What follows belongs to an exercise in optimizing a design on an open flow for small area, a short achievable clock period and few clock cycles per item; a production flow would make more cautious choices.
In this exercise RTL edits were held to simulation tests only and were not proved equivalent to the original.

`config.mk`:
```
export PLATFORM = sky130hd
export DESIGN_NAME = mag_calibrate_heading
export DESIGN_NICKNAME = mag_calibrate_heading
export VERILOG_FILES = /design/flow/design.v
export SDC_FILE = /design/flow/constraint.sdc
export NUM_CORES = 4
export LEC_CHECK = 0
export CAP_MARGIN = 20
export CORE_MARGIN = 2
export CORE_UTILIZATION = 55
export SETUP_SLACK_MARGIN = 3.6
export SLEW_MARGIN = 20
export SYNTH_HIERARCHICAL = 1
export SYNTH_MINIMUM_KEEP_SIZE = 0
```
`constraint.sdc`:
```
create_clock -name core_clock -period 7.0 [get_ports {clk}]
set_input_delay 1.4000 -clock core_clock [delete_from_list [all_inputs] [get_ports {clk}]]
set_output_delay 1.4000 -clock core_clock [all_outputs]
set_load 0.01 [all_outputs]
```
`design.v`:
```
package mcal_pkg;
  localparam int RAW_W        = 16;
  localparam int CAL_W        = 20;
  localparam int HEADING_W    = 15;
  localparam int GAIN_W       = 16;
  localparam int CENTRE_W     = 17;
  localparam int ANGLE_FRAC   = 16;
  localparam int ANGLE_W      = 27;
  localparam int ROT_W        = 32;
  localparam int DEF_CORDIC_STEPS      = 16;
  localparam int DEF_HEADING_FRAC_BITS = 6;
  localparam int DEF_GAIN_FRAC_BITS    = 14;
  typedef enum logic [1:0] {
    REQ_MEASURE = 2'd0,
    REQ_SAMPLE  = 2'd1,
    REQ_FINISH  = 2'd2,
    REQ_SPARE   = 2'd3
  } req_t;
  typedef enum logic [1:0] {
    STAT_MEASURED = 2'd0,
    STAT_TRACKED  = 2'd1,
    STAT_CAL_DONE = 2'd2,
    STAT_CAL_FAIL = 2'd3
  } status_t;
  typedef enum logic [3:0] {
    ST_IDLE,
    ST_PREP,
    ST_DIV_START,
    ST_DIV_WAIT,
    ST_MUL_START,
    ST_MUL_RUN,
    ST_MUL_END,
    ST_ROT_START,
    ST_ROT_RUN,
    ST_ROT_END,
    ST_DONE
  } state_t;
  function automatic logic [21:0] atan_step(input logic [4:0] idx);
    logic [21:0] a;
    case (idx)
      5'd0:  a = 22'd2949120;
      5'd1:  a = 22'd1740967;
      5'd2:  a = 22'd919879;
      5'd3:  a = 22'd466945;
      5'd4:  a = 22'd234379;
      5'd5:  a = 22'd117304;
      5'd6:  a = 22'd58666;
      5'd7:  a = 22'd29335;
      5'd8:  a = 22'd14668;
      5'd9:  a = 22'd7334;
      5'd10: a = 22'd3667;
      5'd11: a = 22'd1833;
      5'd12: a = 22'd917;
      5'd13: a = 22'd458;
      5'd14: a = 22'd229;
      5'd15: a = 22'd115;
      5'd16: a = 22'd57;
      5'd17: a = 22'd29;
      5'd18: a = 22'd14;
      5'd19: a = 22'd7;
      5'd20: a = 22'd4;
      5'd21: a = 22'd2;
      5'd22: a = 22'd1;
      default: a = 22'd0;
    endcase
    atan_step = a;
  endfunction
endpackage
module mcal_div (
  input  logic        clk,
  input  logic        restart,   
  input  logic [15:0] lo_x,      
  input  logic [15:0] lo_y,
  input  logic [15:0] lo_z,
  input  logic [15:0] hi_x,
  input  logic [15:0] hi_y,
  input  logic [15:0] hi_z,
  output logic        done,
  output logic [15:0] g_x,       
  output logic [15:0] g_y,
  output logic [15:0] g_z,
  output logic [17:0] g3_x,      
  output logic [17:0] g3_y,
  output logic [17:0] g3_z
);
  logic [4:0]  cnt;
  logic [17:0] den_x, den_y, den_z;    
  logic [17:0] rem_x, rem_y, rem_z;
  logic [15:0] quo_x, quo_y, quo_z;
  logic        ovf_x, ovf_y, ovf_z;
  logic [17:0] sum;
  function automatic logic [33:0] n_init(input logic [17:0] s, input logic [17:0] den);
    logic [31:0] n;
    n = {s[17:0], 14'b0} + {15'b0, den[17:1]};
    n_init = {2'b00, n};
  endfunction
  function automatic logic [34:0] div_step(input logic [17:0] rem, input logic [15:0] quo,
                                           input logic [17:0] den);
    logic [18:0] trial, diff;
    logic        ge;
    trial = {rem, quo[15]};
    diff  = trial - {1'b0, den};
    ge    = !diff[18];
    div_step = {ge ? diff[17:0] : trial[17:0], quo[14:0], ge};
  endfunction
  assign done = cnt == 5'd21;
  always_ff @(posedge clk) begin
    if (restart) cnt <= '0;
    else if (!done) cnt <= cnt + 5'd1;
    if (cnt == 5'd0) begin
      den_x <= {{2{hi_x[15]}}, hi_x} - {{2{lo_x[15]}}, lo_x};
      den_y <= {{2{hi_y[15]}}, hi_y} - {{2{lo_y[15]}}, lo_y};
      den_z <= {{2{hi_z[15]}}, hi_z} - {{2{lo_z[15]}}, lo_z};
    end
    if (cnt == 5'd1) begin
      den_x <= den_x + {den_x[16:0], 1'b0};
      den_y <= den_y + {den_y[16:0], 1'b0};
      den_z <= den_z + {den_z[16:0], 1'b0};
      sum   <= den_x + den_y + den_z;
    end
    if (cnt == 5'd2) begin
      {rem_x, quo_x} <= n_init(sum, den_x);
      {rem_y, quo_y} <= n_init(sum, den_y);
      {rem_z, quo_z} <= n_init(sum, den_z);
    end
    if (cnt == 5'd3) begin
      ovf_x <= rem_x >= den_x;
      ovf_y <= rem_y >= den_y;
      ovf_z <= rem_z >= den_z;
    end
    if (cnt >= 5'd3 && cnt <= 5'd18) begin
      {rem_x, quo_x} <= div_step(rem_x, quo_x, den_x);
      {rem_y, quo_y} <= div_step(rem_y, quo_y, den_y);
      {rem_z, quo_z} <= div_step(rem_z, quo_z, den_z);
    end
    if (cnt == 5'd19) begin
      g_x <= ovf_x ? 16'hffff : quo_x;
      g_y <= ovf_y ? 16'hffff : quo_y;
      g_z <= ovf_z ? 16'hffff : quo_z;
    end
    if (cnt == 5'd20) begin
      g3_x <= 18'(g_x) + {1'b0, g_x, 1'b0};
      g3_y <= 18'(g_y) + {1'b0, g_y, 1'b0};
      g3_z <= 18'(g_z) + {1'b0, g_z, 1'b0};
    end
  end
endmodule
module mcal_add #(
  parameter int W = 16
) (
  input  logic [W-1:0] a,
  input  logic [W-1:0] b,
  input  logic         cin,
  output logic [W-1:0] s
);
  localparam int L = $clog2(W);       
  logic [W-1:0] g [0:L];
  logic [W-1:0] p [0:L];
  logic [W-1:0] gc;                   
  logic [W-1:0] hp;
  assign hp   = a ^ b;
  assign g[0] = (a & b) | {{(W-1){1'b0}}, hp[0] & cin};
  assign p[0] = hp;
  genvar l, j;
  generate
    for (l = 0; l < L; l++) begin : lv
      for (j = 0; j < W; j++) begin : bt
        if (j % 2 == 1 && j >= (1 << l)) begin : node
          if (j - (1 << l) < (1 << l)) begin : gonly
            mcal_g u_g (.g1(g[l][j]), .p1(p[l][j]), .g0(g[l][j - (1 << l)]), .g(g[l+1][j]));
            assign p[l+1][j] = 1'b0;
          end else begin : full
            mcal_pg u_pg (.g1(g[l][j]), .p1(p[l][j]), .g0(g[l][j - (1 << l)]),
                          .p0(p[l][j - (1 << l)]), .g(g[l+1][j]), .p(p[l+1][j]));
          end
        end else begin : pass
          assign g[l+1][j] = g[l][j];
          assign p[l+1][j] = p[l][j];
        end
      end
    end
    for (j = 0; j < W; j++) begin : ev
      if (j % 2 == 1 || j == 0) begin : done
        assign gc[j] = g[L][j];
      end else begin : last
        mcal_g u_g (.g1(g[0][j]), .p1(p[0][j]), .g0(g[L][j-1]), .g(gc[j]));
      end
    end
  endgenerate
  if (W > 1) begin : hi
    assign s = hp ^ {gc[W-2:0], cin};
  end else begin : one
    assign s = hp ^ cin;
  end
endmodule
module mcal_pg (
  input  logic g1,
  input  logic p1,
  input  logic g0,
  input  logic p0,
  output logic g,
  output logic p
);
  assign g = g1 | (p1 & g0);
  assign p = p1 & p0;
endmodule
module mcal_g (
  input  logic g1,
  input  logic p1,
  input  logic g0,
  output logic g
);
  assign g = g1 | (p1 & g0);
endmodule
import mcal_pkg::*;
module mag_calibrate_heading (
  input  logic               clk,
  input  logic               rst,
  input  logic               in_valid,
  output logic               in_stall,
  input  logic [1:0]         req_type,
  input  logic signed [15:0] raw_x,
  input  logic signed [15:0] raw_y,
  input  logic signed [15:0] raw_z,
  output logic               out_valid,
  input  logic               out_stall,
  output logic [14:0]        heading,
  output logic signed [19:0] cal_x,
  output logic signed [19:0] cal_y,
  output logic signed [19:0] cal_z,
  output logic [1:0]         status,
  output logic               calibrated
);
  localparam int XW = 29;               
  localparam int PW = 66;               
  logic adv;                  
  logic fin_busy;             
  logic s0_free;              
  logic        v0;
  logic [1:0]  q0;
  logic signed [15:0] r0x, r0y, r0z;
  logic        kv;            
  logic [1:0]  kq;
  logic signed [15:0] kx, ky, kz;
  logic        acc;
  assign adv = ~(out_valid & out_stall);
  assign s0_free = ~v0 | (adv & ~fin_busy);
  assign acc = in_valid & ~in_stall;
  always_ff @(posedge clk) begin
    if (rst) begin
      v0 <= 1'b0;
      kv <= 1'b0;
      in_stall <= 1'b0;
    end else begin
      if (s0_free) v0 <= kv | acc;
      if (kv) kv <= ~s0_free;
      else kv <= acc & ~s0_free;
      in_stall <= kv ? ~s0_free : (acc & ~s0_free);
    end
    if (s0_free) begin
      if (kv) begin
        q0 <= kq; r0x <= kx; r0y <= ky; r0z <= kz;
      end else begin
        q0 <= req_type; r0x <= raw_x; r0y <= raw_y; r0z <= raw_z;
      end
    end
    if (!kv) begin
      kq <= req_type; kx <= raw_x; ky <= raw_y; kz <= raw_z;
    end
  end
  logic signed [15:0] lo_x, lo_y, lo_z, hi_x, hi_y, hi_z;
  logic               seen;
  logic signed [16:0] c_x, c_y, c_z;
  logic [15:0]        g_x, g_y, g_z;
  logic [17:0]        g3_x, g3_y, g3_z;    
  logic               cal_valid;
  logic               fin_fail;
  logic               fail;
  logic               trk_chg;    
  logic               ddone;
  logic [15:0]        gn_x, gn_y, gn_z;
  logic [17:0]        gn3_x, gn3_y, gn3_z;
  logic               commit;
  assign fail = !seen || hi_x <= lo_x || hi_y <= lo_y || hi_z <= lo_z;
  assign commit = fin_busy && !v1 && (fail || ddone);
  assign trk_chg = rst || commit ||
                   (v0 && q0 == 2'd1 && (r0x < lo_x || r0x > hi_x || r0y < lo_y ||
                                         r0y > hi_y || r0z < lo_z || r0z > hi_z));
  logic [16:0] cn_x, cn_y, cn_z;
  mcal_add #(17) u_cx (.a(17'(lo_x)), .b(17'(hi_x)), .cin(1'b0), .s(cn_x));
  mcal_add #(17) u_cy (.a(17'(lo_y)), .b(17'(hi_y)), .cin(1'b0), .s(cn_y));
  mcal_add #(17) u_cz (.a(17'(lo_z)), .b(17'(hi_z)), .cin(1'b0), .s(cn_z));
  mcal_div u_div (
    .clk (clk), .restart(trk_chg),
    .lo_x(lo_x), .lo_y(lo_y), .lo_z(lo_z), .hi_x(hi_x), .hi_y(hi_y), .hi_z(hi_z),
    .done(ddone), .g_x(gn_x), .g_y(gn_y), .g_z(gn_z),
    .g3_x(gn3_x), .g3_y(gn3_y), .g3_z(gn3_z)
  );
  always_ff @(posedge clk) begin
    if (rst) begin
      lo_x <= 16'sd32767; lo_y <= 16'sd32767; lo_z <= 16'sd32767;
      hi_x <= -16'sd32768; hi_y <= -16'sd32768; hi_z <= -16'sd32768;
      seen <= 1'b0;
      c_x <= '0; c_y <= '0; c_z <= '0;
      g_x <= 16'd16384; g_y <= 16'd16384; g_z <= 16'd16384;
      g3_x <= 18'd49152; g3_y <= 18'd49152; g3_z <= 18'd49152;
      cal_valid <= 1'b0;
      fin_busy <= 1'b0;
    end else begin
      if (v0 && q0 == 2'd1) begin
        if (r0x < lo_x) lo_x <= r0x;
        if (r0x > hi_x) hi_x <= r0x;
        if (r0y < lo_y) lo_y <= r0y;
        if (r0y > hi_y) hi_y <= r0y;
        if (r0z < lo_z) lo_z <= r0z;
        if (r0z > hi_z) hi_z <= r0z;
        seen <= 1'b1;
      end
      if (s0_free && (kv ? kq == 2'd2 : acc && req_type == 2'd2)) fin_busy <= 1'b1;
      if (commit) begin
        fin_fail <= fail;
        if (!fail) begin
          c_x <= cn_x;
          c_y <= cn_y;
          c_z <= cn_z;
          g_x <= gn_x; g_y <= gn_y; g_z <= gn_z;
          g3_x <= gn3_x; g3_y <= gn3_y; g3_z <= gn3_z;
          cal_valid <= 1'b1;
        end
        lo_x <= 16'sd32767; lo_y <= 16'sd32767; lo_z <= 16'sd32767;
        hi_x <= -16'sd32768; hi_y <= -16'sd32768; hi_z <= -16'sd32768;
        seen <= 1'b0;
        fin_busy <= 1'b0;
      end
    end
  end
  function automatic logic [47:0] bsel(input logic [17:0] a);
    logic [18:0] ae;
    logic        b0, b1, b2, b3, t0, t1, t2;
    logic        one, two, three, four;
    ae = {a, 1'b0};
    bsel = '0;
    for (int j = 0; j < 6; j++) begin
      b0 = ae[3*j];
      b1 = ae[3*j+1];
      b2 = ae[3*j+2];
      b3 = ae[3*j+3];
      t0 = b0 ^ b3;
      t1 = b1 ^ b3;
      t2 = b2 ^ b3;
      one   = ~t2 & (t1 ^ t0);
      two   = (~t2 & t1 & t0) | (t2 & ~t1 & ~t0);
      three = t2 & (t1 ^ t0);
      four  = t2 & t1 & t0;
      bsel[8*j +: 8] = b3 ? {four, three, two, one, 4'b0000} : {4'b0000, four, three, two, one};
    end
  endfunction
  logic        v1;
  logic [17:0] a0x, a0y, a0z;
  logic [47:0] s1x, s1y, s1z;
  logic [1:0]  st1;
  logic        cv1;
  mcal_add #(18) u_ax (.a({r0x[15], r0x, 1'b0}), .b(~(18'(c_x))), .cin(1'b1), .s(a0x));
  mcal_add #(18) u_ay (.a({r0y[15], r0y, 1'b0}), .b(~(18'(c_y))), .cin(1'b1), .s(a0y));
  mcal_add #(18) u_az (.a({r0z[15], r0z, 1'b0}), .b(~(18'(c_z))), .cin(1'b1), .s(a0z));
  always_ff @(posedge clk) begin
    if (rst) v1 <= 1'b0;
    else if (adv) v1 <= v0 & ~fin_busy;
    if (adv) begin
      s1x <= bsel(a0x);
      s1y <= bsel(a0y);
      s1z <= bsel(a0z);
      st1 <= (q0 == 2'd1) ? 2'd1 : (q0 == 2'd2) ? (fin_fail ? 2'd3 : 2'd2) : 2'd0;
      cv1 <= cal_valid;
    end
  end
  function automatic logic [34:0] brow(input logic [7:0] sel, input logic [15:0] g,
                                       input logic [17:0] g3, input int j);
    logic [18:0] m1, m2, m3, m4, e;
    m1 = {3'b000, g};
    m2 = {2'b00, g, 1'b0};
    m3 = {1'b0, g3};
    m4 = {1'b0, g, 2'b00};
    e = ({19{sel[0]}} & m1) | ({19{sel[1]}} & m2) | ({19{sel[2]}} & m3) | ({19{sel[3]}} & m4) |
        ({19{sel[4]}} & ~m1) | ({19{sel[5]}} & ~m2) | ({19{sel[6]}} & ~m3) | ({19{sel[7]}} & ~m4);
    brow = 35'({~e[18], e[17:0]}) << (3 * j);
  endfunction
  function automatic logic [34:0] bneg(input logic [47:0] sel);
    bneg = '0;
    for (int j = 0; j < 6; j++) bneg[3*j] = |sel[8*j+4 +: 4];
  endfunction
  logic [34:0] bm_x [0:5], bm_y [0:5], bm_z [0:5];
  logic [34:0] bn_x, bn_y, bn_z;
  logic [34:0] mt_x_s0, mt_x_c0;
  logic [34:0] mt_x_s1, mt_x_c1;
  logic [34:0] mt_x_s2, mt_x_c2;
  logic [34:0] mt_x_s3, mt_x_c3;
  logic [34:0] mt_x_s4, mt_x_c4;
  logic [34:0] mt_x_s5, mt_x_c5;
  logic [34:0] mt_y_s0, mt_y_c0;
  logic [34:0] mt_y_s1, mt_y_c1;
  logic [34:0] mt_y_s2, mt_y_c2;
  logic [34:0] mt_y_s3, mt_y_c3;
  logic [34:0] mt_y_s4, mt_y_c4;
  logic [34:0] mt_y_s5, mt_y_c5;
  logic [34:0] mt_z_s0, mt_z_c0;
  logic [34:0] mt_z_s1, mt_z_c1;
  logic [34:0] mt_z_s2, mt_z_c2;
  logic [34:0] mt_z_s3, mt_z_c3;
  logic [34:0] mt_z_s4, mt_z_c4;
  logic [34:0] mt_z_s5, mt_z_c5;
  always_comb begin
    for (int j = 0; j < 6; j++) begin
      bm_x[j] = brow(s1x[8*j +: 8], g_x, g3_x, j);
      bm_y[j] = brow(s1y[8*j +: 8], g_y, g3_y, j);
      bm_z[j] = brow(s1z[8*j +: 8], g_z, g3_z, j);
    end
    bn_x = bneg(s1x);
    bn_y = bneg(s1y);
    bn_z = bneg(s1z);
    mt_x_s0 = bm_x[0] ^ bm_x[1] ^ bm_x[2];
    mt_x_c0 = {((bm_x[0]) & (bm_x[1]) | (bm_x[0]) & (bm_x[2]) | (bm_x[1]) & (bm_x[2])), 1'b0};
    mt_x_s1 = bm_x[3] ^ bm_x[4] ^ bm_x[5];
    mt_x_c1 = {((bm_x[3]) & (bm_x[4]) | (bm_x[3]) & (bm_x[5]) | (bm_x[4]) & (bm_x[5])), 1'b0};
    mt_x_s2 = mt_x_s0 ^ mt_x_c0 ^ mt_x_s1;
    mt_x_c2 = {((mt_x_s0) & (mt_x_c0) | (mt_x_s0) & (mt_x_s1) | (mt_x_c0) & (mt_x_s1)), 1'b0};
    mt_x_s3 = mt_x_c1 ^ bn_x ^ 35'h5b6dc1000;
    mt_x_c3 = {((mt_x_c1) & (bn_x) | (mt_x_c1) & (35'h5b6dc1000) | (bn_x) & (35'h5b6dc1000)), 1'b0};
    mt_x_s4 = mt_x_s2 ^ mt_x_c2 ^ mt_x_s3;
    mt_x_c4 = {((mt_x_s2) & (mt_x_c2) | (mt_x_s2) & (mt_x_s3) | (mt_x_c2) & (mt_x_s3)), 1'b0};
    mt_x_s5 = mt_x_s4 ^ mt_x_c4 ^ mt_x_c3;
    mt_x_c5 = {((mt_x_s4) & (mt_x_c4) | (mt_x_s4) & (mt_x_c3) | (mt_x_c4) & (mt_x_c3)), 1'b0};
    mt_y_s0 = bm_y[0] ^ bm_y[1] ^ bm_y[2];
    mt_y_c0 = {((bm_y[0]) & (bm_y[1]) | (bm_y[0]) & (bm_y[2]) | (bm_y[1]) & (bm_y[2])), 1'b0};
    mt_y_s1 = bm_y[3] ^ bm_y[4] ^ bm_y[5];
    mt_y_c1 = {((bm_y[3]) & (bm_y[4]) | (bm_y[3]) & (bm_y[5]) | (bm_y[4]) & (bm_y[5])), 1'b0};
    mt_y_s2 = mt_y_s0 ^ mt_y_c0 ^ mt_y_s1;
    mt_y_c2 = {((mt_y_s0) & (mt_y_c0) | (mt_y_s0) & (mt_y_s1) | (mt_y_c0) & (mt_y_s1)), 1'b0};
    mt_y_s3 = mt_y_c1 ^ bn_y ^ 35'h5b6dc1000;
    mt_y_c3 = {((mt_y_c1) & (bn_y) | (mt_y_c1) & (35'h5b6dc1000) | (bn_y) & (35'h5b6dc1000)), 1'b0};
    mt_y_s4 = mt_y_s2 ^ mt_y_c2 ^ mt_y_s3;
    mt_y_c4 = {((mt_y_s2) & (mt_y_c2) | (mt_y_s2) & (mt_y_s3) | (mt_y_c2) & (mt_y_s3)), 1'b0};
    mt_y_s5 = mt_y_s4 ^ mt_y_c4 ^ mt_y_c3;
    mt_y_c5 = {((mt_y_s4) & (mt_y_c4) | (mt_y_s4) & (mt_y_c3) | (mt_y_c4) & (mt_y_c3)), 1'b0};
    mt_z_s0 = bm_z[0] ^ bm_z[1] ^ bm_z[2];
    mt_z_c0 = {((bm_z[0]) & (bm_z[1]) | (bm_z[0]) & (bm_z[2]) | (bm_z[1]) & (bm_z[2])), 1'b0};
    mt_z_s1 = bm_z[3] ^ bm_z[4] ^ bm_z[5];
    mt_z_c1 = {((bm_z[3]) & (bm_z[4]) | (bm_z[3]) & (bm_z[5]) | (bm_z[4]) & (bm_z[5])), 1'b0};
    mt_z_s2 = mt_z_s0 ^ mt_z_c0 ^ mt_z_s1;
    mt_z_c2 = {((mt_z_s0) & (mt_z_c0) | (mt_z_s0) & (mt_z_s1) | (mt_z_c0) & (mt_z_s1)), 1'b0};
    mt_z_s3 = mt_z_c1 ^ bn_z ^ 35'h5b6dc1000;
    mt_z_c3 = {((mt_z_c1) & (bn_z) | (mt_z_c1) & (35'h5b6dc1000) | (bn_z) & (35'h5b6dc1000)), 1'b0};
    mt_z_s4 = mt_z_s2 ^ mt_z_c2 ^ mt_z_s3;
    mt_z_c4 = {((mt_z_s2) & (mt_z_c2) | (mt_z_s2) & (mt_z_s3) | (mt_z_c2) & (mt_z_s3)), 1'b0};
    mt_z_s5 = mt_z_s4 ^ mt_z_c4 ^ mt_z_c3;
    mt_z_c5 = {((mt_z_s4) & (mt_z_c4) | (mt_z_s4) & (mt_z_c3) | (mt_z_c4) & (mt_z_c3)), 1'b0};
  end
  logic        v2;
  logic [34:0] hs_x, hc_x, hs_y, hc_y, hs_z, hc_z;
  logic [1:0]  st2;
  logic        cv2;
  always_ff @(posedge clk) begin
    if (rst) v2 <= 1'b0;
    else if (adv) v2 <= v1;
    if (adv) begin
      hs_x <= mt_x_s5; hc_x <= mt_x_c5;
      hs_y <= mt_y_s5; hc_y <= mt_y_c5;
      hs_z <= mt_z_s5; hc_z <= mt_z_c5;
      st2 <= st1;
      cv2 <= cv1;
    end
  end
  function automatic logic signed [19:0] sat20(input logic [34:0] p);
    if (!p[34] && p[33:32] != 2'b00) sat20 = 20'sd524287;
    else if (p[34] && p[33:32] != 2'b11) sat20 = -20'sd524288;
    else sat20 = p[32:13];
  endfunction
  logic [34:0] p_x, p_y, p_z;
  mcal_add #(35) u_px (.a(hs_x), .b(hc_x), .cin(1'b0), .s(p_x));
  mcal_add #(35) u_py (.a(hs_y), .b(hc_y), .cin(1'b0), .s(p_y));
  mcal_add #(35) u_pz (.a(hs_z), .b(hc_z), .cin(1'b0), .s(p_z));
  logic        v3;
  logic signed [19:0] c3x, c3y, c3z;
  logic [1:0]  st3;
  logic        cv3;
  always_ff @(posedge clk) begin
    if (rst) v3 <= 1'b0;
    else if (adv) v3 <= v2;
    if (adv) begin
      c3x <= sat20(p_x);
      c3y <= sat20(p_y);
      c3z <= sat20(p_z);
      st3 <= st2;
      cv3 <= cv2;
    end
  end
  logic [PW-1:0] bun [0:15];
  logic [XW-1:0] xs  [0:15];
  logic signed [28:0] ys [0:15];    
  logic [15:0]   ds  [0:15];
  logic        sx, sy, neg0, zero0, yz, exc, d0;
  logic [28:0] xa, xb, xc, ya, yb, yc, x1s, x1c, y1s, y1c;
  assign sx = c3x[19];
  assign sy = c3y[19];
  assign neg0  = sx;
  assign yz = c3y == 20'sd0;
  assign zero0 = yz && c3x == 20'sd0;
  assign exc = yz && sx;
  assign d0 = !(sx ^ sy) || yz;
  assign xa = {({c3x[19], c3x} ^ {21{sx}}), 8'b0};
  assign xb = {({c3y[19], c3y} ^ {21{sy}}), 8'b0};
  assign xc = 29'({(sx & sy), (sx ^ sy), 8'b0});
  assign ya = {({c3y[19], c3y} ^ {21{sx}}), 8'b0};
  assign yb = {({c3x[19], c3x} ^ {21{~sy}}), 8'b0};
  assign yc = 29'({(sx & ~sy), (sx ^ ~sy), 8'b0});
  assign x1s = xa ^ xb ^ xc;
  assign x1c = {(xa & xb | xa & xc | xb & xc), 1'b0} >> 0;
  assign y1s = ya ^ yb ^ yc;
  assign y1c = {(ya & yb | ya & yc | yb & yc), 1'b0} >> 0;
  logic [28:0] x1n, y1n;
  mcal_add #(29) u_x1 (.a(x1s), .b(x1c), .cin(1'b0), .s(x1n));
  mcal_add #(29) u_y1 (.a(y1s), .b(y1c), .cin(1'b0), .s(y1n));
  logic [XW-1:0] xr1;
  logic [28:0]   yr1;
  logic          dr1;
  logic [PW-1:0] br1;
  always_ff @(posedge clk) begin
    if (rst) br1[0] <= 1'b0;
    else if (adv) br1[0] <= v3;
    if (adv) begin
      xr1 <= x1n;
      yr1 <= exc ? {c3x[19], c3x, 8'b0} : y1n;
      dr1 <= d0;
      br1[PW-1:1] <= {c3x, c3y, c3z, st3, cv3, neg0, zero0};
    end
  end
  assign xs[1] = xr1;
  assign ys[1] = yr1;
  assign ds[1] = 16'(dr1);
  assign bun[1] = br1;
  genvar i;
  generate
    for (i = 1; i < 13; i++) begin : it
      localparam int WI = (i <= 2) ? 29 : 31 - i;           
      localparam int WO = (i + 1 <= 2) ? 29 : 31 - (i + 1);  
      logic signed [WI-1:0] yi;
      logic [XW-1:0]        xi;
      logic                 d;
      logic [XW-1:0]        ysh;
      logic [WO-1:0]        xsh;
      logic [XW-1:0]        xn;
      logic [WO-1:0]        yn;
      assign yi  = ys[i][WI-1:0];
      assign xi  = xs[i];
      assign d   = !yi[WI-1];
      assign ysh = XW'(yi >>> i);
      assign xsh = WO'(xi >> i);
      mcal_add #(XW) u_xa (.a(xi), .b(ysh ^ {XW{~d}}), .cin(~d), .s(xn));
      mcal_add #(WO) u_ya (.a(WO'(yi)), .b(xsh ^ {WO{d}}), .cin(d), .s(yn));
      logic [XW-1:0] xr;
      logic [WO-1:0] yr;
      logic [i:0]    dr;
      logic [PW-1:0] br;
      always_ff @(posedge clk) begin
        if (rst) br[0] <= 1'b0;
        else if (adv) br[0] <= bun[i][0];
        if (adv) begin
          xr <= xn;
          yr <= yn;
          dr <= {d, ds[i][i-1:0]};
          br[PW-1:1] <= bun[i][PW-1:1];
        end
      end
      assign xs[i+1]  = xr;
      assign ys[i+1]  = {{(29-WO){yr[WO-1]}}, yr};
      assign ds[i+1]  = 16'(dr);
      assign bun[i+1] = br;
    end
  endgenerate
  function automatic logic [25:0] atan2x(input int k);    
    case (k)
      0: atan2x = 26'd5898240;
      1: atan2x = 26'd3481934;
      2: atan2x = 26'd1839758;
      3: atan2x = 26'd933890;
      4: atan2x = 26'd468758;
      5: atan2x = 26'd234608;
      6: atan2x = 26'd117332;
      7: atan2x = 26'd58670;
      8: atan2x = 26'd29336;
      9: atan2x = 26'd14668;
      10: atan2x = 26'd7334;
      11: atan2x = 26'd3666;
      12: atan2x = 26'd1834;
      13: atan2x = 26'd916;
      14: atan2x = 26'd458;
      15: atan2x = 26'd230;
      default: atan2x = 26'd0;
    endcase
  endfunction
  logic [26:0] y13;
  logic [28:0] x13;
  logic        d13;
  logic [13:0] d0_13;
  logic [25:0] zk;
  logic [25:0] zt [0:13];
  logic [28:0] x14n;
  logic [16:0] y14n;
  logic [25:0] zt_s0, zt_c0;
  logic [25:0] zt_s1, zt_c1;
  logic [25:0] zt_s2, zt_c2;
  logic [25:0] zt_s3, zt_c3;
  logic [25:0] zt_s4, zt_c4;
  logic [25:0] zt_s5, zt_c5;
  logic [25:0] zt_s6, zt_c6;
  logic [25:0] zt_s7, zt_c7;
  logic [25:0] zt_s8, zt_c8;
  logic [25:0] zt_s9, zt_c9;
  logic [25:0] zt_s10, zt_c10;
  logic [25:0] zt_s11, zt_c11;
  logic [25:0] zt_s12, zt_c12;
  assign y13 = ys[13][17:0];
  assign x13 = xs[13];
  assign d13 = !ys[13][17];
  assign d0_13 = {d13, ds[13][12:0]};
  mcal_add #(XW) u_x14 (.a(x13), .b(XW'(ys[13] >>> 13) ^ {XW{~d13}}), .cin(~d13), .s(x14n));
  mcal_add #(17) u_y14 (.a(ys[13][16:0]), .b(17'(x13 >> 13) ^ {17{d13}}), .cin(d13), .s(y14n));
  always_comb begin
    zk = bun[13][2] ? 26'd5251176 : 26'(-26'sd6545304);
    for (int k = 0; k < 14; k++) zt[k] = d0_13[k] ? atan2x(k) : 26'd0;
    zt_s0 = zk ^ zt[0] ^ zt[1];
    zt_c0 = {((zk) & (zt[0]) | (zk) & (zt[1]) | (zt[0]) & (zt[1])), 1'b0};
    zt_s1 = zt[2] ^ zt[3] ^ zt[4];
    zt_c1 = {((zt[2]) & (zt[3]) | (zt[2]) & (zt[4]) | (zt[3]) & (zt[4])), 1'b0};
    zt_s2 = zt[5] ^ zt[6] ^ zt[7];
    zt_c2 = {((zt[5]) & (zt[6]) | (zt[5]) & (zt[7]) | (zt[6]) & (zt[7])), 1'b0};
    zt_s3 = zt[8] ^ zt[9] ^ zt[10];
    zt_c3 = {((zt[8]) & (zt[9]) | (zt[8]) & (zt[10]) | (zt[9]) & (zt[10])), 1'b0};
    zt_s4 = zt[11] ^ zt[12] ^ zt[13];
    zt_c4 = {((zt[11]) & (zt[12]) | (zt[11]) & (zt[13]) | (zt[12]) & (zt[13])), 1'b0};
    zt_s5 = zt_s0 ^ zt_c0 ^ zt_s1;
    zt_c5 = {((zt_s0) & (zt_c0) | (zt_s0) & (zt_s1) | (zt_c0) & (zt_s1)), 1'b0};
    zt_s6 = zt_c1 ^ zt_s2 ^ zt_c2;
    zt_c6 = {((zt_c1) & (zt_s2) | (zt_c1) & (zt_c2) | (zt_s2) & (zt_c2)), 1'b0};
    zt_s7 = zt_s3 ^ zt_c3 ^ zt_s4;
    zt_c7 = {((zt_s3) & (zt_c3) | (zt_s3) & (zt_s4) | (zt_c3) & (zt_s4)), 1'b0};
    zt_s8 = zt_s5 ^ zt_c5 ^ zt_s6;
    zt_c8 = {((zt_s5) & (zt_c5) | (zt_s5) & (zt_s6) | (zt_c5) & (zt_s6)), 1'b0};
    zt_s9 = zt_c6 ^ zt_s7 ^ zt_c7;
    zt_c9 = {((zt_c6) & (zt_s7) | (zt_c6) & (zt_c7) | (zt_s7) & (zt_c7)), 1'b0};
    zt_s10 = zt_s8 ^ zt_c8 ^ zt_s9;
    zt_c10 = {((zt_s8) & (zt_c8) | (zt_s8) & (zt_s9) | (zt_c8) & (zt_s9)), 1'b0};
    zt_s11 = zt_s10 ^ zt_c10 ^ zt_c9;
    zt_c11 = {((zt_s10) & (zt_c10) | (zt_s10) & (zt_c9) | (zt_c10) & (zt_c9)), 1'b0};
    zt_s12 = zt_s11 ^ zt_c11 ^ zt_c4;
    zt_c12 = {((zt_s11) & (zt_c11) | (zt_s11) & (zt_c4) | (zt_c11) & (zt_c4)), 1'b0};
  end
  logic [28:0] x14;
  logic [16:0] y14r;
  logic [25:0] zs13, zc13;
  logic [PW-1:0] b14;
  always_ff @(posedge clk) begin
    if (rst) b14[0] <= 1'b0;
    else if (adv) b14[0] <= bun[13][0];
    if (adv) begin
      x14 <= x14n;
      y14r <= y14n;
      zs13 <= zt_s12;
      zc13 <= zt_c12;
      b14[PW-1:1] <= bun[13][PW-1:1];
    end
  end
  logic        d14, d15;
  logic [16:0] y15;
  logic [25:0] zt14, zt15;
  logic [25:0] zu_s0, zu_c0;
  logic [25:0] zu_s1, zu_c1;
  assign d14 = !y14r[16];
  mcal_add #(17) u_y15 (.a(y14r), .b(17'(x14 >> 14) ^ {17{d14}}), .cin(d14), .s(y15));
  assign d15 = !y15[16];
  assign zt14 = d14 ? 26'd458 : 26'd0;
  assign zt15 = d15 ? 26'd230 : 26'd0;
  always_comb begin
    zu_s0 = zs13 ^ zc13 ^ zt14;
    zu_c0 = {((zs13) & (zc13) | (zs13) & (zt14) | (zc13) & (zt14)), 1'b0};
    zu_s1 = zu_s0 ^ zu_c0 ^ zt15;
    zu_c1 = {((zu_s0) & (zu_c0) | (zu_s0) & (zt15) | (zu_c0) & (zt15)), 1'b0};
  end
  logic [25:0] zsr, zcr;
  logic [PW-1:0] bz;
  always_ff @(posedge clk) begin
    if (rst) bz[0] <= 1'b0;
    else if (adv) bz[0] <= b14[0];
    if (adv) begin
      zsr <= b14[1] ? 26'd0 : zu_s1;
      zcr <= b14[1] ? 26'd0 : zu_c1;
      bz[PW-1:1] <= b14[PW-1:1];
    end
  end
  logic [25:0] zf, zw, zws, zwc;
  logic [14:0] he;
  logic        ev;
  assign zws = zsr ^ zcr ^ 26'(23040 << 10);
  assign zwc = {(zsr & zcr | zsr & 26'(23040 << 10) | zcr & 26'(23040 << 10)), 1'b0} >> 0;
  mcal_add #(26) u_zf (.a(zsr), .b(zcr), .cin(1'b0), .s(zf));
  mcal_add #(26) u_zw (.a(zws), .b(zwc), .cin(1'b0), .s(zw));
  assign he = zf[25] ? zw[24:10] : zf[24:10];
  assign ev = bz[0];
  always_ff @(posedge clk) begin
    if (rst) out_valid <= 1'b0;
    else if (adv) out_valid <= ev;
    if (adv) {heading, cal_x, cal_y, cal_z, status, calibrated} <= {he, bz[65:3]};
  end
endmodule
```
`run.sh`:
```
#!/bin/bash
# synth_recipe.tcl (not shown) runs the flow's synth.tcl, then flattens the netlist and writes it again
# the make line also repeats each setting of config.mk as NAME=value (left out here)
make -C /OpenROAD-flow-scripts/flow DESIGN_CONFIG=/design/flow/config.mk WORK_HOME=/design/flow/orfs CLKGATE_MAP_FILE= SYNTH_SCRIPT=/design/flow/synth_recipe.tcl finish
```
==> flow_metrics.tcl, run 1 <==
set metrics [dict create \
    final_util_pct 63.6 \
    cts_tree "done" \
    instances_no_fill 22100 \
    rsz0062_at_grt "yes" \
    wl_per_cell_um 23.7 \
    hp-start "it[6].br[10]" \
    synthToLayoutAreaGrowth_pct 15.2 \
    min_to "it[7].br[10]" \
    place.gp.congestion 0.938 \
    netlist_instances 16200 \
    r2r_slack_ns 3.41 \
    skew_ns 0.0540 \
    drv_cap 0 \
    clock-sinks 3007 \
    io_buffers 133 \
    fin_crit_ns 3.59 \
    core_um2 349000 \
    die_h_um 596 \
    tightestPinTransition_ns 1.13 \
    dr.pass1.iters 6 \
    initial_core_util_pct 55.2 \
    avgSynthCellArea_um2 11.9 \
    hpwl_um 373000 \
    critical_path_required_ns 7.64 \
    cts.path.max_buffers 4 \
    post-place-ws_ns 2.47 \
    timing.rr.end "hs_x[19]" \
    io_pins 134 \
    htree_levels 5 \
    worstPathMaxFanout 3 \
    yosys_warnings 95 \
    antenna_found_initial 20 \
    grt_start_max_net_pins 187 \
    fin_tns_setup_ns 0 \
    drtAntennaViolNets 0 \
    post-route-period-util_pct 51.3 \
    rr_worst_depth 9 \
    cts_buffers 325 \
    report.final.hold_viol_count 0 \
    clkTransAtPathRegs_ns 0.06 \
    grt_pass1_vias 130000 \
    max-slew-margin-rel_pct 24.9 \
    grt_first_pass_wirelength_um 781000 \
    viasPerCell 5.83 \
    maxSlewViolCount 0 \
    cp-start-kind "flip-flop" \
    path_class "flip-flop to flip-flop" \
    cp-end-kind "flip-flop" \
    placed_cells 20700 \
    die_area_um2 355000 \
    layout-drive-gt1-share_pct 13.5 \
    fp.dieW_um 596 \
    vias 129000 \
    clk_latency_ns 0.95 \
    fin_nets 19300 \
    setup_slack_ns 3.41 \
    rows 217 \
    drcViolationCount 0 \
    reg2reg_from "s1x[24]" \
    status "finished clean" \
    drt_iter0_drc 10200 \
    gr-total-overflow 0 \
    wl_um 523000 \
    setup_viol 0 \
    grt_usage_pct 28.5 \
    min_path_cells 0 \
    fmax_mhz 279 \
    ctsRootBufferMaster "clkbuf_16" \
    worstHoldPathType "flip-flop to flip-flop" \
    syn_area_um2 193000 \
    cp_data_arrival_time_ns 4.23 \
]
[placed cells by master, fill, tap and decap left out, types with 52 or more instances in the layout]
master,instances
edfxtp_1,2679
a21o_1,2314
ha_1,1640
and2_1,1324
xor2_1,1190
mux2i_1,1086
nor2_1,647
buf_4,635
inv_1,633
nand2_1,532
xnor2_1,454
clkbuf_16,355
fa_1,271
nor2b_1,258
conb_1,253
a21oi_1,239
mux2_2,227
dfxtp_1,212
nand3_1,211
o21ai_0,131
clkdlybuf4s50_1,131
nor3_1,113
buf_6,112
a211oi_1,90
buf_12,90
fa_2,76
a211oi_2,68
ha_4,63
dfxtp_2,59
inv_2,57
clkbuf_1,57
dfxtp_4,57
or2_2,54
clkinv_1,52
[through the flow]
stage	cell area [µm²]	hold slack (ns)
global placement	199000	0.400
floorplan	193000	0.400
CTS	217000	0.364
finish	222000	0.390
detailed placement	199000	0.405
global route	222000	0.382
[layout make-up]
type	count	area, µm²
Timing Repair Buffer	1035	10800
Sequential cell	3007	87300
Timing Repair inverter	1	11.3
Clock buffer	401	8700
Multi-Input combinational cell	12100	104000
Clock inverter	197	2280
Fill cell	26700	127000
Antenna cell	3	7.51
Tap cell	4599	5750
Inverter	698	2670
[registers in the layout (all words and copies together) (netlist names), 29 cells and up]
name,count
b14,65
br1,65
bz,64
hc_x,30
hc_y,30
hc_z,30
hs_x,34
hs_y,34
hs_z,34
it.br,780
it.dr,90
it.xr,348
it.yr,282
s1x,48
s1y,48
s1z,48
xr1,29
yr1,29
[layer usage]
layer | vias to the layer above | GRT usage [%] | wire, µm
li1 | 60300 | - | -
met1 | 63300 | 39.1 | 229000
met2 | 4086 | 46.5 | 242000
met3 | 1183 | 3.23 | 29000
met4 | 6 | 10.9 | 23000
met5 | - | 0 | 38
[worst max-delay path, stage by stage, from the launching register on]
cell	delay, ns
edfxtp_1	0.51
mux2_2	0.33
a211oi_2	0.15
nand3_1	0.15
fa_1	0.51
fa_1	0.54
inv_2	0.05
fa_2	0.57
inv_2	0.05
fa_2	0.44
[repair_timing]
item,4_1_cts,5_1_grt
gates cloned,25,27
endpoints found under the setup margin,748,888
hold buffers,0,0
resized for setup,612,474
setup buffers,497,203
pin swaps,188,256
[worst max-delay path by stage]
stage	startpoint	slack, ns	depth (start not counted)	end
2_1_floorplan	out_stall	-0.78	3	b14[10]
3_3_place_gp	out_stall	2.57	5	cal_z[18]
3_5_place_dp	out_stall	2.47	5	cal_y[3]
4_1_cts	s1z[26]	3.38	11	hs_z[17]
5_1_grt	s1z[44]	3.34	9	hs_z[19]
6_report	s1x[24]	3.41	9	hs_x[19]
Testbench counts, summed over its fixed seeds: cycles 3,658, items 3,200.
==> run 2, diff against run 1 <==
--- a/design.v
+++ b/design.v
@@ -78,10 +78,7 @@
   output logic        done,
   output logic [15:0] g_x,       
   output logic [15:0] g_y,
-  output logic [15:0] g_z,
-  output logic [17:0] g3_x,      
-  output logic [17:0] g3_y,
-  output logic [17:0] g3_z
+  output logic [15:0] g_z
 );
   logic [4:0]  cnt;
   logic [17:0] den_x, den_y, den_z;    
@@ -103,7 +100,7 @@
     ge    = !diff[18];
     div_step = {ge ? diff[17:0] : trial[17:0], quo[14:0], ge};
   endfunction
-  assign done = cnt == 5'd21;
+  assign done = cnt == 5'd19;
   always_ff @(posedge clk) begin
     if (restart) cnt <= '0;
     else if (!done) cnt <= cnt + 5'd1;
@@ -133,17 +130,10 @@
       {rem_y, quo_y} <= div_step(rem_y, quo_y, den_y);
       {rem_z, quo_z} <= div_step(rem_z, quo_z, den_z);
     end
-    if (cnt == 5'd19) begin
-      g_x <= ovf_x ? 16'hffff : quo_x;
-      g_y <= ovf_y ? 16'hffff : quo_y;
-      g_z <= ovf_z ? 16'hffff : quo_z;
-    end
-    if (cnt == 5'd20) begin
-      g3_x <= 18'(g_x) + {1'b0, g_x, 1'b0};
-      g3_y <= 18'(g_y) + {1'b0, g_y, 1'b0};
-      g3_z <= 18'(g_z) + {1'b0, g_z, 1'b0};
-    end
   end
+  assign g_x = ovf_x ? 16'hffff : quo_x;
+  assign g_y = ovf_y ? 16'hffff : quo_y;
+  assign g_z = ovf_z ? 16'hffff : quo_z;
 endmodule
 module mcal_add #(
   parameter int W = 16
@@ -235,37 +225,18 @@
   localparam int PW = 66;               
   logic adv;                  
   logic fin_busy;             
-  logic s0_free;              
   logic        v0;
   logic [1:0]  q0;
   logic signed [15:0] r0x, r0y, r0z;
-  logic        kv;            
-  logic [1:0]  kq;
-  logic signed [15:0] kx, ky, kz;
   logic        acc;
   assign adv = ~(out_valid & out_stall);
-  assign s0_free = ~v0 | (adv & ~fin_busy);
+  assign in_stall = ~adv | fin_busy;
   assign acc = in_valid & ~in_stall;
   always_ff @(posedge clk) begin
-    if (rst) begin
-      v0 <= 1'b0;
-      kv <= 1'b0;
-      in_stall <= 1'b0;
-    end else begin
-      if (s0_free) v0 <= kv | acc;
-      if (kv) kv <= ~s0_free;
-      else kv <= acc & ~s0_free;
-      in_stall <= kv ? ~s0_free : (acc & ~s0_free);
-    end
-    if (s0_free) begin
-      if (kv) begin
-        q0 <= kq; r0x <= kx; r0y <= ky; r0z <= kz;
-      end else begin
-        q0 <= req_type; r0x <= raw_x; r0y <= raw_y; r0z <= raw_z;
-      end
-    end
-    if (!kv) begin
-      kq <= req_type; kx <= raw_x; ky <= raw_y; kz <= raw_z;
+    if (rst) v0 <= 1'b0;
+    else if (!in_stall) v0 <= in_valid;
+    if (!in_stall) begin
+      q0 <= req_type; r0x <= raw_x; r0y <= raw_y; r0z <= raw_z;
     end
   end
   logic signed [15:0] lo_x, lo_y, lo_z, hi_x, hi_y, hi_z;
@@ -280,6 +251,9 @@
   logic               ddone;
   logic [15:0]        gn_x, gn_y, gn_z;
   logic [17:0]        gn3_x, gn3_y, gn3_z;
+  assign gn3_x = 18'(gn_x) + {1'b0, gn_x, 1'b0};
+  assign gn3_y = 18'(gn_y) + {1'b0, gn_y, 1'b0};
+  assign gn3_z = 18'(gn_z) + {1'b0, gn_z, 1'b0};
   logic               commit;
   assign fail = !seen || hi_x <= lo_x || hi_y <= lo_y || hi_z <= lo_z;
   assign commit = fin_busy && !v1 && (fail || ddone);
@@ -293,8 +267,7 @@
   mcal_div u_div (
     .clk (clk), .restart(trk_chg),
     .lo_x(lo_x), .lo_y(lo_y), .lo_z(lo_z), .hi_x(hi_x), .hi_y(hi_y), .hi_z(hi_z),
-    .done(ddone), .g_x(gn_x), .g_y(gn_y), .g_z(gn_z),
-    .g3_x(gn3_x), .g3_y(gn3_y), .g3_z(gn3_z)
+    .done(ddone), .g_x(gn_x), .g_y(gn_y), .g_z(gn_z)
   );
   always_ff @(posedge clk) begin
     if (rst) begin
@@ -316,7 +289,7 @@
         if (r0z > hi_z) hi_z <= r0z;
         seen <= 1'b1;
       end
-      if (s0_free && (kv ? kq == 2'd2 : acc && req_type == 2'd2)) fin_busy <= 1'b1;
+      if (acc && req_type == 2'd2) fin_busy <= 1'b1;
       if (commit) begin
         fin_fail <= fail;
         if (!fail) begin
--- a/config.mk
+++ b/config.mk
@@ -7,7 +7,7 @@
 export LEC_CHECK = 0
 export CAP_MARGIN = 20
 export CORE_MARGIN = 2
-export CORE_UTILIZATION = 55
+export CORE_UTILIZATION = 60
 export SETUP_SLACK_MARGIN = 3.6
 export SLEW_MARGIN = 20
 export SYNTH_HIERARCHICAL = 1
==> run 2 against run 1 <==
  * Register-to-register slack is essentially flat
  * Clock skew grew 0.0058 ns
  * Worst setup slack lost 0.0088 ns
  * Flip-flop and latch count shrank 156
  * Global-route usage grew 3.3 points
  * Largest cell class unchanged
  * Die area shrank 11%
  * Still clean
  * Synthesized area shrank 3.0%
  * Fmax shrank 0.24%
  * First-iteration DRC count grew 14%
  * Design area shrank 3.2%
==> flow_metrics.tcl, run 2 <==
set metrics [dict create \
    wl_per_cell_um 24.5 \
    yosys_warnings 95 \
    cp_top_family "adder cells" \
    hold_ws_ns 0.402 \
    crit_buf_inv 5 \
    min_path_cells 0 \
    largest_registers "it.br: 780 flops, it.xr: 348 flops, it.yr: 282 flops" \
    io_buffers 133 \
    gr-total-overflow 0 \
    status "finished clean" \
    htree_levels 5 \
    fin_crit_ns 3.60 \
    hpwl_um 367000 \
    rows 204 \
    cts_buffers 312 \
    viasPerCell 6.06 \
    placed_cells 19800 \
    cts.path.max_buffers 4 \
    maxSlewViolCount 0 \
    r2r_slack_ns 3.40 \
    setup_slack_ns 3.40 \
    slowest_stage "fa_2" \
    fp.dieW_um 562 \
    layout_common_cells "2,577 x edfxtp_1, 2,308 x a21o_1, 1,634 x ha_1, 1,324 x and2_1, 1,182 x xor2_1" \
    fin_nets 18900 \
    antenna_found_initial 22 \
    tightestPinTransition_ns 1.31 \
    final_cell_area_um2 215000 \
    critical_path.max_stage_delay_ns 0.56 \
    grt_first_pass_wirelength_um 773000 \
    fillers 21800 \
    io_pins 134 \
    dr.pass1.iters 6 \
    worstHoldPathType "flip-flop to flip-flop" \
    post-route-period-util_pct 51.4 \
    critical_path_required_ns 7.65 \
    cp-end-kind "flip-flop" \
    hp-start "b14[24]" \
    worstPathMaxFanout 4 \
    drt_iter0_drc 11700 \
    initial_core_util_pct 60.4 \
    rr_worst_depth 11 \
    fmax_mhz 278 \
    grt_start_max_net_pins 207 \
    min_to "bz[24]" \
    synthToLayoutAreaGrowth_pct 14.9 \
    die_h_um 562 \
    drv_cap 0 \
    cp_data_arrival_time_ns 4.24 \
    reg2reg_from "s1z[19]" \
    ctsRootBufferMaster "clkbuf_16" \
    final_common_cell "edfxtp_1" \
    instances_no_fill 21200 \
    post-place-ws_ns 2.40 \
    drcViolationCount 0 \
    rsz0062_at_grt "yes" \
    max_flop_register "it.br" \
    grt_usage_pct 31.8 \
    syn_area_um2 187000 \
    report.final.hold_viol_count 0 \
    avgSynthCellArea_um2 11.8 \
    crit_chain "buf_6 -> buf_6 -> mux2_4 -> a2111oi_4 -> fa_1 -> inv_2 -> fa_2 -> inv_2 -> fa_2 -> inv_2 -> fa_2" \
    cts_tree "done" \
    skew_ns 0.0597 \
    clk_latency_ns 0.96 \
    place_area_um2 193000 \
    wl_um 519000 \
    timing.rr.end "hs_z[13]" \
    drtAntennaViolNets 0 \
    cp-start-kind "flip-flop" \
    grt_pass1_vias 129000 \
    setup_viol 0 \
    path_class "flip-flop to flip-flop" \
    clkTransAtPathRegs_ns 0.07 \
    clock-sinks 2851 \
    netlist_instances 15800 \
    max-slew-margin-rel_pct 12.8 \
    place.gp.congestion 0.963 \
    largest_reg_flops 780 \
    die_area_um2 316000 \
    core_um2 309000 \
    vias 128000 \
    layout-drive-gt1-share_pct 12.9 \
]
run 2: final cells by class:
class / count / area [µm²] / share of cell area [%]
Tap cell: 4120 / 5150 / 2.40
Antenna cell: 9 / 22.5 / 0.0105
Sequential cell: 2851 / 83100 / 38.7
Inverter: 705 / 2680 / 1.25
Multi-Input combinational cell: 11900 / 103000 / 47.9
Clock inverter: 212 / 2490 / 1.16
Timing Repair Buffer: 1014 / 10200 / 4.76
Clock buffer: 362 / 8160 / 3.80
run 2: metrics by stage:
stage	utilization [%]	setup TNS, ns
final	69.4	0
after global placement	62.4	0
after detailed placement	62.4	0
after global routing	69.4	0
after floorplan	-	-1853.25
after CTS	68.2	0
run 2: worst register-to-register path: stages (launching register included):
cell       delay, ns
edfxtp_1        0.47
buf_6           0.16
buf_6           0.11
mux2_4          0.28
a2111oi_4       0.51
fa_1            0.27
inv_2           0.05
fa_2            0.56
inv_2           0.04
fa_2            0.38
inv_2           0.07
fa_2            0.43
run 2: layer usage:
layer	routed length, µm	vias up	GRT usage [%]
li1	-	58900	-
met1	224000	62700	43.9
met2	233000	5155	50.1
met3	37100	1453	5.05
met4	25300	4	13.2
met5	24	-	0
run 2: what timing repair did:
item | in CTS | in global routing
buffers inserted | 551 | 175
gates resized for setup | 536 | 460
cloned | 25 | 12
hold buffers | 0 | 0
setup endpoints to repair | 809 | 1061
pin swaps | 164 | 267
run 2: worst max path at each step:
| stage | from | end | depth (start not counted) |
|---|---|---|---|
| after floorplan | out_stall | b14[10] | 3 |
| after CTS | out_stall | in_stall | 5 |
| after detailed placement | out_stall | it[6].xr[5] | 5 |
| final | s1z[19] | hs_z[13] | 11 |
| after global placement | out_stall | zsr[7] | 5 |
| after global routing | s1z[36] | hs_z[19] | 10 |
Testbench counts of run 2, summed over its fixed seeds: cycles 3,626, items 3,200.

[what the ideal ports hide]
Ports are ideal in the flow. The routed layouts listed here were re-timed in OpenROAD.
Step 1, drivers: a clkbuf_16 drives clk and a buf_2 each remaining input, both assumed.
Step 2 moves the port delays by t, midway between the first and last clock arrival at a register: inputs arrive t later, outputs are due t later. That takes back most of the time a late clock gives input paths.
a / b / c = ideal ports / drivers / drivers and shift; a / b = the first two.
run	shift t [ns]	setup slack, ns	clock arrival spread, ns	worst data-port slew with drivers (ns)
run 1	1.037	3.411 / 3.411 / 2.643	0.060 / 0.060	0.06
run 2	1.034	3.402 / 3.402 / 2.720	0.068 / 0.067	0.20
After both steps setup and hold are still met in every run listed. For run 1, which loses most, drivers alone change the setup slack by 0.000 ns; drivers and shift together by -0.768 ns.
